From an optimization exercise on the open Yosys and OpenROAD flow, aimed at small area, a short achievable clock period and few clock cycles per item; shortcuts taken in it are not production practice.
Only simulation tests tie the RTL to the original design; equivalence was not proved.

Design fp_mul_sched_top, start of the top module:
module fp_mul_sched_top (
    input  logic         clk,
    input  logic         reset_n,
    input  logic [3:0]   req_valid,
    input  logic [127:0] req_x,
    input  logic [127:0] req_y,
    output logic [3:0]   req_ready,
    output logic         res_valid,
    input  logic         res_ready,
    output logic [1:0]   res_id,
    output logic [31:0]  res_data,
    output logic [4:0]   res_flags,
    output logic         busy
);
    fp_mul_sched u_sched (
        .clk       (clk),
        .reset_n   (reset_n),
        .req_valid (req_valid),
        .req_x     (req_x),
        .req_y     (req_y),
        .req_ready (req_ready),
        .res_valid (res_valid),
        .res_ready (res_ready),
        .res_id    (res_id),
        .res_data  (res_data),
        .res_flags (res_flags),
        .busy      (busy)
    );
endmodule
Size: ~1,800 cells after synthesis, roughly 310 I/O pins.
==> flow/config.mk <==
export PLATFORM = sky130hd
export DESIGN_NAME = fp_mul_sched_top
export DESIGN_NICKNAME = fp_mul_sched_top
export VERILOG_FILES = /design/flow/design.v
export SDC_FILE = /design/flow/constraint.sdc
export NUM_CORES = 4
export LEC_CHECK = 0
export ABC_AREA = 1
export CAP_MARGIN = 20
export CORE_MARGIN = 2
export CORE_UTILIZATION = 40
export CTS_BUF_LIST = sky130_fd_sc_hd__clkbuf_8
export SLEW_MARGIN = 20
export TNS_END_PERCENT = 30
==> flow/constraint.sdc <==
create_clock -name core_clock -period 10.5 [get_ports {clk}]
set_input_delay 2.1000 -clock core_clock [delete_from_list [all_inputs] [get_ports {clk}]]
set_output_delay 2.1000 -clock core_clock [all_outputs]
set_load 0.01 [all_outputs]
standard.sh (not shown) runs the stock make flow with config.mk's settings and CLKGATE_MAP_FILE= SYNTH_SCRIPT=/design/flow/synth_recipe.tcl, a recipe that flattens the netlist after the stock synthesis.
==> flow/flow/run.sh <==
#!/bin/bash
# Own layout flow:
#  2. full-adder polarity pass (fapol.py), then the combinational logic between the full
#     adders and registers mapped again by ABC (resyn.tcl), then the polarity pass again;
#     full/half adders, registers, ports and tie cells are kept
#  3. the ORFS layout with tighter timing repair and the smallest buffer on the ports
# Each tool's output goes to a log file of its own in this folder.
set -euo pipefail
MARGIN=5.15
RES=orfs/results/sky130hd/fp_mul_sched_top/base
LIB=$FLOW_HOME/platforms/sky130hd/lib/sky130_fd_sc_hd__tt_025C_1v80.lib
bash standard.sh synth > synth.log 2>&1
cp $RES/1_2_yosys.v 1_2_yosys.std.v
python3 flow/fapol.py 1_2_yosys.std.v fapol1.v > fapol1.log 2>&1
FLOW_LIB_FILE=$LIB RESYN_IN=fapol1.v RESYN_OUT=resyn.v RESYN_ABC=flow/resyn.abc FLOW_TOP=$FLOW_TOP \
    yosys -c flow/resyn.tcl > resyn.log 2>&1
python3 flow/fapol.py resyn.v $RES/1_2_yosys.v > fapol2.log 2>&1
rm -f $RES/1_synth.odb $RES/1_synth.sdc
bash standard.sh "SETUP_SLACK_MARGIN=$MARGIN" \
    "BUFFER_PORTS_ARGS=-buffer_cell sky130_fd_sc_hd__buf_1" finish > layout.log 2>&1
==> flow/flow/resyn.abc <==
&get -n
&st
&dch
&nf
&put
topo
stime -c
buffer -c
upsize -c
dnsize -c
==> flow/flow/resyn.tcl <==
yosys -import
set lib $::env(FLOW_LIB_FILE)
read_liberty -ignore_miss_func $lib
read_verilog $::env(RESYN_IN)
hierarchy -top $::env(FLOW_TOP)
set keep {sky130_fd_sc_hd__fa_* sky130_fd_sc_hd__ha_* sky130_fd_sc_hd__df* sky130_fd_sc_hd__edf* sky130_fd_sc_hd__conb_*}
setattr -mod -set keep_hierarchy 1 {*}$keep
# the cells to be inlined get private names, so that the wires made for their pins do not
# take over the netlist's own net names
select -set kept {*}[lmap k $keep {string cat t:$k}]
yosys rename -hide $::env(FLOW_TOP)/c:* @kept %d
select -clear
flatten
opt_clean
abc -script $::env(RESYN_ABC) -liberty $lib  -dont_use sky130_fd_sc_hd__probe_p_8 -dont_use sky130_fd_sc_hd__probec_p_8 -dont_use sky130_fd_sc_hd__lpflow_bleeder_1 -dont_use sky130_fd_sc_hd__lpflow_clkbufkapwr_1 -dont_use sky130_fd_sc_hd__lpflow_clkbufkapwr_16 -dont_use sky130_fd_sc_hd__lpflow_clkbufkapwr_2 -dont_use sky130_fd_sc_hd__lpflow_clkbufkapwr_4 -dont_use sky130_fd_sc_hd__lpflow_clkbufkapwr_8 -dont_use sky130_fd_sc_hd__lpflow_clkinvkapwr_1 -dont_use sky130_fd_sc_hd__lpflow_clkinvkapwr_16 -dont_use sky130_fd_sc_hd__lpflow_clkinvkapwr_2 -dont_use sky130_fd_sc_hd__lpflow_clkinvkapwr_4 -dont_use sky130_fd_sc_hd__lpflow_clkinvkapwr_8 -dont_use sky130_fd_sc_hd__lpflow_decapkapwr_12 -dont_use sky130_fd_sc_hd__lpflow_decapkapwr_3 -dont_use sky130_fd_sc_hd__lpflow_decapkapwr_4 -dont_use sky130_fd_sc_hd__lpflow_decapkapwr_6 -dont_use sky130_fd_sc_hd__lpflow_decapkapwr_8 -dont_use sky130_fd_sc_hd__lpflow_inputiso0n_1 -dont_use sky130_fd_sc_hd__lpflow_inputiso0p_1 -dont_use sky130_fd_sc_hd__lpflow_inputiso1n_1 -dont_use sky130_fd_sc_hd__lpflow_inputiso1p_1 -dont_use sky130_fd_sc_hd__lpflow_inputisolatch_1 -dont_use sky130_fd_sc_hd__lpflow_isobufsrc_1 -dont_use sky130_fd_sc_hd__lpflow_isobufsrc_16 -dont_use sky130_fd_sc_hd__lpflow_isobufsrc_2 -dont_use sky130_fd_sc_hd__lpflow_isobufsrc_4 -dont_use sky130_fd_sc_hd__lpflow_isobufsrc_8 -dont_use sky130_fd_sc_hd__lpflow_isobufsrckapwr_16 -dont_use sky130_fd_sc_hd__lpflow_lsbuf_lh_hl_isowell_tap_1 -dont_use sky130_fd_sc_hd__lpflow_lsbuf_lh_hl_isowell_tap_2 -dont_use sky130_fd_sc_hd__lpflow_lsbuf_lh_hl_isowell_tap_4 -dont_use sky130_fd_sc_hd__lpflow_lsbuf_lh_isowell_4 -dont_use sky130_fd_sc_hd__lpflow_lsbuf_lh_isowell_tap_1 -dont_use sky130_fd_sc_hd__lpflow_lsbuf_lh_isowell_tap_2 -dont_use sky130_fd_sc_hd__lpflow_lsbuf_lh_isowell_tap_4
opt_clean
setundef -zero
splitnets
opt_clean -purge
select -module $::env(FLOW_TOP)
stat -liberty $lib
write_verilog -noattr -nohex -nodec -selected $::env(RESYN_OUT)
Other scripts of this flow, unchanged in this note and not shown: flow/flow/fapol.py
The baseline completed without violations.
Testbench counts at the start, summed over its fixed seeds: cycles 2,064, items 2,048.
Rerun with:
--- a/flow/flow/run.sh
+++ b/flow/flow/run.sh
@@ -9 +9 @@
-MARGIN=5.15
+MARGIN=5.0
- TNS_END_PERCENT: 30 -> unset
Effect:
- core utilization came out lower by 0.34 points
- synthesized area stays the same
- setup slack got worse by 5.5 ps
- global-route usage decreases by 0.14 points
- clock skew is about the same
Rerun with:
==> flow/flow/resyn.abc (replaced) <==
&get -n
&st
&dch
&nf -R 100
&put
topo
stime -c
buffer -c
upsize -c
dnsize -c
--- a/flow/flow/resyn.tcl
+++ b/flow/flow/resyn.tcl
@@ -0,0 +1,3 @@
+# Re-map the combinational logic of the synthesized netlist with ABC (script in resyn.abc).
+# Full/half adders, flip-flops, tie cells and the o22ai Booth selectors keep their instances
+# and names; every other cell is read as its liberty function and mapped again.
@@ -6 +9 @@
-set keep {sky130_fd_sc_hd__fa_* sky130_fd_sc_hd__ha_* sky130_fd_sc_hd__df* sky130_fd_sc_hd__edf* sky130_fd_sc_hd__conb_*}
+set keep {sky130_fd_sc_hd__fa_* sky130_fd_sc_hd__ha_* sky130_fd_sc_hd__df* sky130_fd_sc_hd__edf* sky130_fd_sc_hd__conb_* sky130_fd_sc_hd__o22ai_*}
Effect: The changed run finished with timing, DRC and antenna clean; global-route usage came out higher by 1.2 points; setup slack got worse by 44 ps; hold slack got worse by 18 ps; critical path depth shrinks by 7; synthesized cell count falls by 1.8%; sequential cell count does not change.
Rerun with:
--- a/flow/flow/run.sh
+++ b/flow/flow/run.sh
@@ -9 +9 @@
-MARGIN=5.0
+MARGIN=5.3
==> flow/flow/resyn.abc (replaced) <==
&get -n
&st
&dch
&nf
&put
topo
stime -c
buffer -c
upsize -c
dnsize -c
--- a/flow/flow/resyn.tcl
+++ b/flow/flow/resyn.tcl
@@ -1,3 +0,0 @@
-# Re-map the combinational logic of the synthesized netlist with ABC (script in resyn.abc).
-# Full/half adders, flip-flops, tie cells and the o22ai Booth selectors keep their instances
-# and names; every other cell is read as its liberty function and mapped again.
@@ -9 +6 @@
-set keep {sky130_fd_sc_hd__fa_* sky130_fd_sc_hd__ha_* sky130_fd_sc_hd__df* sky130_fd_sc_hd__edf* sky130_fd_sc_hd__conb_* sky130_fd_sc_hd__o22ai_*}
+set keep {sky130_fd_sc_hd__fa_* sky130_fd_sc_hd__ha_* sky130_fd_sc_hd__df* sky130_fd_sc_hd__edf* sky130_fd_sc_hd__conb_*}
Outcome: Via count goes up by 1.2%; hold slack gets better by 16 ps; cell count goes up by 0.32%.

re-timing with driven ports:
No port has a modelled driver above. Below, the same layouts with a new extraction and two added sets of constraints.
Step 1: set_driving_cell puts a clkbuf_16 on clk and a buf_2 on each other input, an assumption about the parent block.
Step 2 also shifts input and output timing later by t, the mid clock arrival at the registers, as if the neighbouring blocks saw the same clock.
a / b / c = no drivers / after step 1 / after step 2; a / b = the first two.
| run | shift t [ns] | setup WS [ns] | hold WS [ns] | clock arrival spread, ns | worst slew at a driven data input, ns |
|---|---|---|---|---|---|
| the first run | 0.538 | 5.169 / 5.115 / 5.134 | 0.445 / 0.445 / 0.445 | 0.033 / 0.033 | 0.07 |
| the second run | 0.539 | 5.163 / 5.135 / 5.135 | 0.445 / 0.445 / 0.445 | 0.032 / 0.032 | 0.07 |
| the third run | 0.550 | 5.119 / 5.067 / 5.166 | 0.427 / 0.427 / 0.427 | 0.042 / 0.043 | 0.10 |
| the fourth run | 0.536 | 5.284 / 5.228 / 5.350 | 0.443 / 0.443 / 0.443 | 0.033 / 0.033 | 0.06 |
After both steps every run listed still meets setup and hold. For the first run, which loses most, drivers alone change the setup slack by -0.054 ns; drivers and shift together by -0.035 ns.
